This design comes from an exercise in tuning for small area, a short achievable clock period and few clock cycles per item on the open sky130 flow, not from production work.
At most, simulation tests tie the RTL to the original design; equivalence was not proved.
Power figures rest on the tool's default switching activity, not on a simulated workload.

==> flow/design.v <==
module cpu16_core #(
  parameter logic [11:0] RESET_PC = 12'h000
) (
  input  logic        CLOCK_50,
  input  logic        reset,
  input  logic [15:0] inst,
  output logic [11:0] pc,
  output logic        retire,
  output logic        halted,
  input  logic [3:0]  dbg_sel,
  output logic [15:0] dbg_data
);
  logic [15:0] regs [1:15];
  logic [15:1] vld;            
  logic [15:0] hi;
  logic [7:0]  plo;
  logic        running;       
  logic        mul2;          
  logic [11:0] dpc;           
  logic        ev, ewen, ebr, emul1, emul2, ehalt;
  logic [3:0]  eop, erd;
  logic [15:0] ea, eb;
  wire [3:0] op = inst[15:12];
  wire [3:0] aaddr = (op == 4'hB) ? inst[11:8] : inst[7:4];
  wire [3:0] baddr = halted ? dbg_sel : inst[3:0];
  logic [15:0] rfa, rfb, res;
  always_comb begin
    rfa = '0;
    rfb = '0;
    for (int i = 1; i < 16; i++) begin
      if (aaddr == 4'(i) && vld[i]) rfa = regs[i];
      if (baddr == 4'(i) && vld[i]) rfb = regs[i];
    end
  end
  assign dbg_data = rfb;
  wire e_taken = ebr && ea == 16'd0;
  wire d_ok = running && !e_taken;
  wire d_mul1 = op == 4'h9 && !mul2;
  wire [15:0] a_v = (ewen && erd == aaddr) ? res : rfa;
  wire [15:0] b_r = (ewen && erd == inst[3:0]) ? res : rfb;
  logic [15:0] b_v;
  always_comb begin
    case (op)
      4'h6, 4'h7, 4'hB: b_v = {8'd0, inst[7:0]};
      4'h9:             b_v = mul2 ? {b_r[7:0], b_r[15:8]} : b_r;
      4'h8:             b_v = {12'd0, inst[3:0]};
      4'hD:             b_v = {{8{inst[7]}}, inst[7:0]};
      default:          b_v = b_r;
    endcase
  end
  wire d_wen = (op <= 4'hA || op == 4'hD) && inst[11:8] != 4'd0 && !d_mul1;
  always_comb begin
    if (reset)                                 pc = RESET_PC;
    else if (e_taken)                          pc = {4'h0, eb[7:0]};
    else if (!running || op == 4'hF || d_mul1) pc = dpc;
    else if (op == 4'hC)                       pc = inst[11:0];
    else if (op == 4'hB && inst[11:8] == 4'd0) pc = {4'h0, inst[7:0]};
    else                                       pc = dpc + 12'd1;
  end
  wire [7:0]  mb = eb[7:0];    
  wire [15:0] macc = emul2 ? hi : 16'd0;
  wire [23:0] prod = ea * mb + {8'd0, macc};
  wire        sub = eop == 4'h1 || eop == 4'h5;
  wire [15:0] sum = ea + (sub ? ~eb : eb) + {15'd0, sub};
  wire        lt = (ea[15] ^ eb[15]) ? ea[15] : sum[15];
  wire        shr = eop == 4'h7;
  logic [15:0] sh_in, sh, sh_rev;
  always_comb begin
    for (int i = 0; i < 16; i++) sh_in[i] = shr ? ea[15 - i] : ea[i];
    sh = sh_in << eb[3:0];
    for (int i = 0; i < 16; i++) sh_rev[i] = sh[15 - i];
  end
  always_comb begin
    case (eop)
      4'h0, 4'h1, 4'h8: res = sum;
      4'h2:       res = ea & eb;
      4'h3:       res = ea | eb;
      4'h4:       res = ea ^ eb;
      4'h5:       res = {15'd0, lt};
      4'h6:       res = sh;
      4'h7:       res = sh_rev;
      4'h9:       res = {prod[7:0], plo};
      4'hA:       res = hi;
      default:    res = eb;
    endcase
  end
  assign retire = ev;
  always_ff @(posedge CLOCK_50) begin
    if (reset) begin
      running <= 1'b1;
      mul2    <= 1'b0;
      dpc     <= RESET_PC;
      ev      <= 1'b0;
      ewen    <= 1'b0;
      ebr     <= 1'b0;
      emul1   <= 1'b0;
      emul2   <= 1'b0;
      ehalt   <= 1'b0;
      halted  <= 1'b0;
      hi      <= '0;
    end else begin
      dpc   <= pc;
      ev    <= d_ok && !d_mul1;
      ewen  <= d_ok && d_wen;
      ebr   <= d_ok && op == 4'hB && inst[11:8] != 4'd0;
      emul1 <= d_ok && d_mul1;
      emul2 <= d_ok && op == 4'h9 && mul2;
      ehalt <= d_ok && op == 4'hF;
      if (d_ok) mul2 <= d_mul1;
      if (d_ok && op == 4'hF) running <= 1'b0;
      if (emul1 || emul2) hi <= prod[23:8];
      if (ehalt) halted <= 1'b1;
    end
  end
  always_ff @(posedge CLOCK_50) begin
    eop <= op;
    erd <= inst[11:8];
    ea  <= a_v;
    eb  <= b_v;
    if (emul1) plo <= prod[7:0];
  end
  always_ff @(posedge CLOCK_50) begin
    for (int i = 1; i < 16; i++) begin
      if (ewen && erd == 4'(i)) regs[i] <= res;
      if (reset) vld[i] <= 1'b0;
      else if (ewen && erd == 4'(i)) vld[i] <= 1'b1;
    end
  end
endmodule
make LEC_CHECK=0 CAP_MARGIN=20 CORE_MARGIN=2 CORE_UTILIZATION=40 SETUP_SLACK_MARGIN=3.9 SLEW_MARGIN=20 finish   # period 10.0 ns
run.sh (not shown) runs the stock make flow with config.mk's settings and CLKGATE_MAP_FILE= SYNTH_SCRIPT=/design/flow/synth_recipe.tcl, a recipe that flattens the netlist after the stock synthesis.
Testbench counts at the start, summed over its fixed seeds: cycles 12,426, instrs 10,943.
Then changed:
--- a/flow/design.v
+++ b/flow/design.v
@@ -40,11 +40,10 @@
   wire [15:0] b_r = (ewen && erd == inst[3:0]) ? res : rfb;
   logic [15:0] b_v;
   always_comb begin
     case (op)
       4'h6, 4'h7, 4'hB: b_v = {8'd0, inst[7:0]};
-      4'h9:             b_v = mul2 ? {b_r[7:0], b_r[15:8]} : b_r;
       4'h8:             b_v = {12'd0, inst[3:0]};
       4'hD:             b_v = {{8{inst[7]}}, inst[7:0]};
       default:          b_v = b_r;
     endcase
   end
@@ -55,11 +54,11 @@
     else if (!running || op == 4'hF || d_mul1) pc = dpc;
     else if (op == 4'hC)                       pc = inst[11:0];
     else if (op == 4'hB && inst[11:8] == 4'd0) pc = {4'h0, inst[7:0]};
     else                                       pc = dpc + 12'd1;
   end
-  wire [7:0]  mb = eb[7:0];    
+  wire [7:0]  mb = emul2 ? eb[15:8] : eb[7:0];
   wire [15:0] macc = emul2 ? hi : 16'd0;
   wire [23:0] prod = ea * mb + {8'd0, macc};
   wire        sub = eop == 4'h1 || eop == 4'h5;
   wire [15:0] sum = ea + (sub ? ~eb : eb) + {15'd0, sub};
   wire        lt = (ea[15] ^ eb[15]) ? ea[15] : sum[15];
Result:
- The new run ran to the end with no violations
- worst setup slack is worse by 0.15 ns
- total power went up by 5.0%
- hold slack is better by 0.0071 ns
- final area rises by 3.7%
- die area is higher by 2.5%
- global-route usage increases by 1.3 points
- register-to-register slack stays flat
For the second run of this note, only the layout was checked, not whether the RTL still works.

---

Setup of v37:
// cpu16_core: RTL as listed in full above, without the edits since
make LEC_CHECK=0 CAP_MARGIN=20 CORE_MARGIN=2 CORE_UTILIZATION=40 CTS_CLUSTER_DIAMETER=80 CTS_CLUSTER_SIZE=25 SETUP_SLACK_MARGIN=3.9 SLEW_MARGIN=20 finish   # period 10.0 ns
v37 completed; timing, DRC and antenna clean
Testbench counts of v37, summed over its fixed seeds: cycles 12,426, instrs 10,943.
## Diff of input files: v21 against v37
-- flow/design.v --
<<< v37, line 18
  logic        mul2;          
  logic [11:0] dpc;           
  logic        ev, ewen, ebr, emul1, emul2, ehalt;
  logic [3:0]  eop, erd;
  logic [15:0] ea, eb;
>>> v21, line 18
  logic        mul2;          
  logic [11:0] dpc;           
  logic        ev, ewen, ebr, emul1, emul2, ehalt, eadd;
  logic [3:0]  eop, erd;
  logic [15:0] ea, eb;
<<< v37, line 24
  wire [3:0] aaddr = (op == 4'hB) ? inst[11:8] : inst[7:4];
  wire [3:0] baddr = halted ? dbg_sel : inst[3:0];
  logic [15:0] rfa, rfb, res;
  always_comb begin
    rfa = '0;
>>> v21, line 24
  wire [3:0] aaddr = (op == 4'hB) ? inst[11:8] : inst[7:4];
  wire [3:0] baddr = halted ? dbg_sel : inst[3:0];
  logic [15:0] rfa, rfb, res, sum;
  logic        sub, lt;
  always_comb begin
    rfa = '0;
<<< v37, line 35
  assign dbg_data = rfb;
  wire e_taken = ebr && ea == 16'd0;
  wire d_ok = running && !e_taken;
  wire d_mul1 = op == 4'h9 && !mul2;
>>> v21, line 36
  assign dbg_data = rfb;
  wire e_taken = ebr && ea == 16'd0;
  wire [3:0] rc = inst[11:8];
  wire d_bz = op == 4'hB && rc != 4'd0;
  wire d_bz_fold = eadd && erd == rc;
  wire add_zero = ((ea ^ eb) ^ {ea[14:0] | eb[14:0], 1'b0}) == 16'd0;
  wire d_bz_taken = d_bz && d_bz_fold && add_zero;
  wire d_ok = running && !e_taken;
  wire d_mul1 = op == 4'h9 && !mul2;
<<< v37, line 55
    else if (!running || op == 4'hF || d_mul1) pc = dpc;
    else if (op == 4'hC)                       pc = inst[11:0];
    else if (op == 4'hB && inst[11:8] == 4'd0) pc = {4'h0, inst[7:0]};
    else                                       pc = dpc + 12'd1;
  end
>>> v21, line 61
    else if (!running || op == 4'hF || d_mul1) pc = dpc;
    else if (op == 4'hC)                       pc = inst[11:0];
    else if (op == 4'hB && (rc == 4'd0 || d_bz_taken)) pc = {4'h0, inst[7:0]};
    else                                       pc = dpc + 12'd1;
  end
<<< v37, line 61
  wire [15:0] macc = emul2 ? hi : 16'd0;
  wire [23:0] prod = ea * mb + {8'd0, macc};
  wire        sub = eop == 4'h1 || eop == 4'h5;
  wire [15:0] sum = ea + (sub ? ~eb : eb) + {15'd0, sub};
  wire        lt = (ea[15] ^ eb[15]) ? ea[15] : sum[15];
  wire        shr = eop == 4'h7;
  logic [15:0] sh_in, sh, sh_rev;
>>> v21, line 67
  wire [15:0] macc = emul2 ? hi : 16'd0;
  wire [23:0] prod = ea * mb + {8'd0, macc};
  assign sub = eop == 4'h1 || eop == 4'h5;
  assign sum = ea + (sub ? ~eb : eb) + {15'd0, sub};
  assign lt = (ea[15] ^ eb[15]) ? ea[15] : sum[15];
  wire        shr = eop == 4'h7;
  logic [15:0] sh_in, sh, sh_rev;
<<< v37, line 94
      ewen    <= 1'b0;
      ebr     <= 1'b0;
      emul1   <= 1'b0;
      emul2   <= 1'b0;
>>> v21, line 100
      ewen    <= 1'b0;
      ebr     <= 1'b0;
      eadd    <= 1'b0;
      emul1   <= 1'b0;
      emul2   <= 1'b0;
<<< v37, line 103
      ev    <= d_ok && !d_mul1;
      ewen  <= d_ok && d_wen;
      ebr   <= d_ok && op == 4'hB && inst[11:8] != 4'd0;
      emul1 <= d_ok && d_mul1;
      emul2 <= d_ok && op == 4'h9 && mul2;
>>> v21, line 110
      ev    <= d_ok && !d_mul1;
      ewen  <= d_ok && d_wen;
      ebr   <= d_ok && d_bz && !d_bz_fold;
      eadd  <= d_ok && d_wen && (op == 4'h0 || op == 4'h8);
      emul1 <= d_ok && d_mul1;
      emul2 <= d_ok && op == 4'h9 && mul2;
## What came out
Every run (v21 and v37) finished clean. Looking at proportion of power drawn by combinational gates, v21 sits 0.9 points higher than v37 does. Logic depth of the worst setup path including buffers sits higher in v21 than in v37. v21 ends up with higher clock network fraction of total power than v37 does. Looking at share of cell area taken by muxes after synthesis, v21 sits 0.22 points above v37. The lower least setup slack across all paths after layout of v21 and v37 is in v21. Actual slew at the worst max-slew pin, v21 and v37: smaller value in v37. Non-clock buffer count: v21 vs v37 up 90. v21 reports a higher number of multi-input logic gates than v37 does. The synthesized cell count of v21 is higher than that of v37. Against v37, the final cell area of v21 is higher. | first-pass GRT wire length | v21 vs v37 | 7900 um higher |. Between v37 and v21, the worst slack on hold paths does not differ in any meaningful way. Against v37, v21 comes in 7.9% higher on wire length.
Testbench counts of v21, summed over its fixed seeds: cycles 12,139, instrs 10,943.

afterwards: timing with drivers on the ports:
Ports are ideal in the flow. The routed layouts listed here were re-timed in OpenROAD. Step 1: set_driving_cell puts a clkbuf_16 on CLOCK_50 and a buf_2 on each other input, an assumption about the parent block. Step 2, shift: input delay + t, output delay - t, t = (earliest + latest rising clock arrival at the registers) / 2. This alone moves slack from input paths to output paths. a / b / c = no drivers / after step 1 / after step 2; a / b = the first two.
run | t, ns | setup slack, ns | hold slack, ns | worst slew at a driven data input, ns
the first run of note 1 | 0.635 | 3.893 / 3.848 / 3.468 | 0.460 / 0.460 / 0.460 | 0.08
the second run of note 1 | 0.651 | 3.742 / 3.681 / 3.681 | 0.467 / 0.467 / 0.467 | 0.14
v37 | 0.625 | 3.903 / 3.877 / 3.609 | 0.464 / 0.464 / 0.464 | 0.05
v21 | 0.663 | 3.810 / 3.756 / 3.756 | 0.465 / 0.465 / 0.465 | 0.06
After both steps setup and hold are still met in every run listed. The setup slack of the first run of note 1, which loses most, moves by -0.045 ns with the drivers and by -0.425 ns with both steps.
